From an optimization exercise on the open Yosys and OpenROAD flow, aimed at small area, a short achievable clock period and few clock cycles per item; shortcuts taken in it are not production practice. Function was checked by simulation only, so behaviour that the tests miss may differ from the original.

willow:
## gregorian_day_number_convert_top
module gregorian_day_number_convert_top (
    input  logic         clk,
    input  logic         rst_n,
    input  logic         req_valid,
    output logic         req_ready,
    input  logic         req_type,
    input  logic [13:0]  year_in,
    input  logic [3:0]   month_in,
    input  logic [4:0]   day_in,
    input  logic [21:0]  number_in,
    output logic         rsp_valid,
    input  logic         rsp_ready,
    output logic [21:0]  number_out,
    output logic [13:0]  year_out,
    output logic [3:0]   month_out,
    output logic [4:0]   day_out,
    output logic         range_error
);
Size: about 1,500 cells after synthesis, roughly 150 flip-flops, about 98 I/O pins.
Settings: LEC_CHECK=0, CAP_MARGIN=20, CORE_MARGIN=2, CORE_UTILIZATION=60, CTS_BUF_LIST=sky130_fd_sc_hd__clkbuf_4 sky130_fd_sc_hd__clkbuf_8, CTS_CLUSTER_SIZE=40, PLACE_DENSITY=0.75, SETUP_SLACK_MARGIN=4.4, SLEW_MARGIN=20; clock period 9.0 ns.
run.sh (not shown) runs the stock make flow with config.mk's settings and CLKGATE_MAP_FILE= SYNTH_SCRIPT=/design/flow/synth_recipe.tcl, a recipe that flattens the netlist after the stock synthesis.
willow reached the final stage; the timing, DRC and antenna checks on its layout passed.
Testbench counts of willow, summed over its fixed seeds: cycles 12,040, items 12,000.
### willow -> fjord
--- a/flow/design.v
+++ b/flow/design.v
@@ -898,79 +898,64 @@
     begin
         m_rem25 = s3_y_reg[6:2] - 5'(s3_q_reg) * 5'd25;
         m_leap = (s3_y_reg[1:0] == 2'd0) && ((m_rem25 != 5'd0) || (s3_q_reg[1:0] == 2'd0));
     end
     always_ff @(posedge clk)
     begin
         if (en)
         begin
             s4_typ_reg <= s3_typ_reg;
             s4_err_reg <= s3_err_reg;
             s4_leap_reg <= m_leap;
             s4_yh_reg <= s3_y_reg[13:12];
-            s4_p_reg <= s3_typ_reg ? {s3_y_reg[11:0], ~m_z[9:0]} : m_z;
+            s4_p_reg <= s3_typ_reg ? {s3_y_reg[11:0], m_z[9:0]} : m_z;
         end
     end
     logic        e_back;
     logic [9:0]  e_dd;
     logic        e_wrap;
     logic [8:0]  e_d;
     logic [11:0] e_ge;
     logic [11:0] e_m;
     logic [4:0]  e_k;
     logic [3:0]  e_month;
     logic [4:0]  e_day;
     logic [13:0] e_y;
-    logic [13:0] e_yp;
-    logic [13:0] e_ym;
     logic [13:0] e_year;
     always_comb
     begin
-        e_back = s4_p_reg[9];
-        e_dd = s4_p_reg[9:0];
+        e_back = !s4_p_reg[9];
+        e_dd = ~s4_p_reg[9:0];
         e_d = e_dd[8:0] + (e_back ? 9'd365 + 9'(s4_leap_reg) : 9'd0);
         e_wrap = e_back ? (e_dd[8:0] >= (s4_leap_reg ? 9'd452 : 9'd453))
                         : (e_dd >= 10'd306);
         for (int k = 0; k < 12; k++)
         begin
             e_ge[k] = (e_d >= gdn_pkg::month_offset(4'(k)));
         end
         for (int k = 0; k < 11; k++)
         begin
             e_m[k] = e_ge[k] && !e_ge[k + 1];
         end
         e_m[11] = e_ge[11];
         e_k = 5'd0;
         e_month = 4'd0;
         for (int k = 0; k < 12; k++)
         begin
             e_k = e_k | ({5{e_m[k]}} & 5'(9'd1 - gdn_pkg::month_offset(4'(k))));
             e_month = e_month | ({4{e_m[k]}} & 4'((k + 2) % 12 + 1));
         end
         e_day = e_d[4:0] + e_k;
         e_y = {s4_yh_reg, s4_p_reg[21:10]};
-        e_yp = e_y + 14'd1;
-        e_ym = e_y - 14'd1;
-        if (e_wrap == e_back)
-        begin
-            e_year = e_y;
-        end
-        else if (e_wrap)
-        begin
-            e_year = e_yp;
-        end
-        else
-        begin
-            e_year = e_ym;
-        end
+        e_year = e_y + {{13{e_back && !e_wrap}}, e_back != e_wrap};
     end
     always_ff @(posedge clk)
     begin
         if (en)
         begin
             s5_num_reg <= !s4_typ_reg && !s4_err_reg;
             s5_date_reg <= s4_typ_reg && !s4_err_reg;
             s5_err_reg <= s4_err_reg;
             s5_p_reg <= s4_typ_reg ? {e_year, e_month, e_day} : {1'b0, s4_p_reg};
         end
     end
     assign range_error = s5_err_reg;
==> comparison <==
- Across fjord and willow, the outcome is the same: a clean finish for every run.
- Against willow as the reference, fjord delivers a lower measured slew at the worst slew-check pin.
- Die area | fjord < willow
- Sequential share of layout area: fjord vs willow — no meaningful difference
- Changes observed in fjord relative to willow: maximum cell stage delay along the critical path level, final worst hold slack moved down, simple-gate portion of the synthesized area moved down.
- Cell area after placement, fjord and willow: smaller value in fjord
- Compared to willow, the routing of fjord uses less wire.
- On final-layout clock buffer total, the lower figure sits with willow, not fjord.
- Compared to willow, fjord has first-pass GRT wire length about 0.6% lower.
Testbench counts of fjord, summed over its fixed seeds: cycles 12,040, items 12,000.

re-timing with driven ports:
How much do the figures lean on ideal ports? The routed layouts below were timed once more, with nothing changed but the port constraints. Step 1: set_driving_cell puts a clkbuf_16 on clk and a buf_2 on each other input, an assumption about the parent block. Step 2 times the ports against the registers' clock, not the clock port: input delays grow and output delays shrink by t, the midpoint of the rising clock arrivals with the driver on. Three values: ideal ports, drivers, drivers and shift; two values: the first two.
| run | t (ns) | setup WS [ns] | worst register clock-pin slew, ns |
|---|---|---|---|
| willow | 0.517 | 4.359 / 4.359 / 4.119 | 0.11 / 0.11 |
| fjord | 0.503 | 4.498 / 4.498 / 4.059 | 0.10 / 0.10 |
After both steps every run listed still meets setup and hold. The setup slack of fjord, which loses most, moves by 0.000 ns with the drivers and by -0.439 ns with both steps.
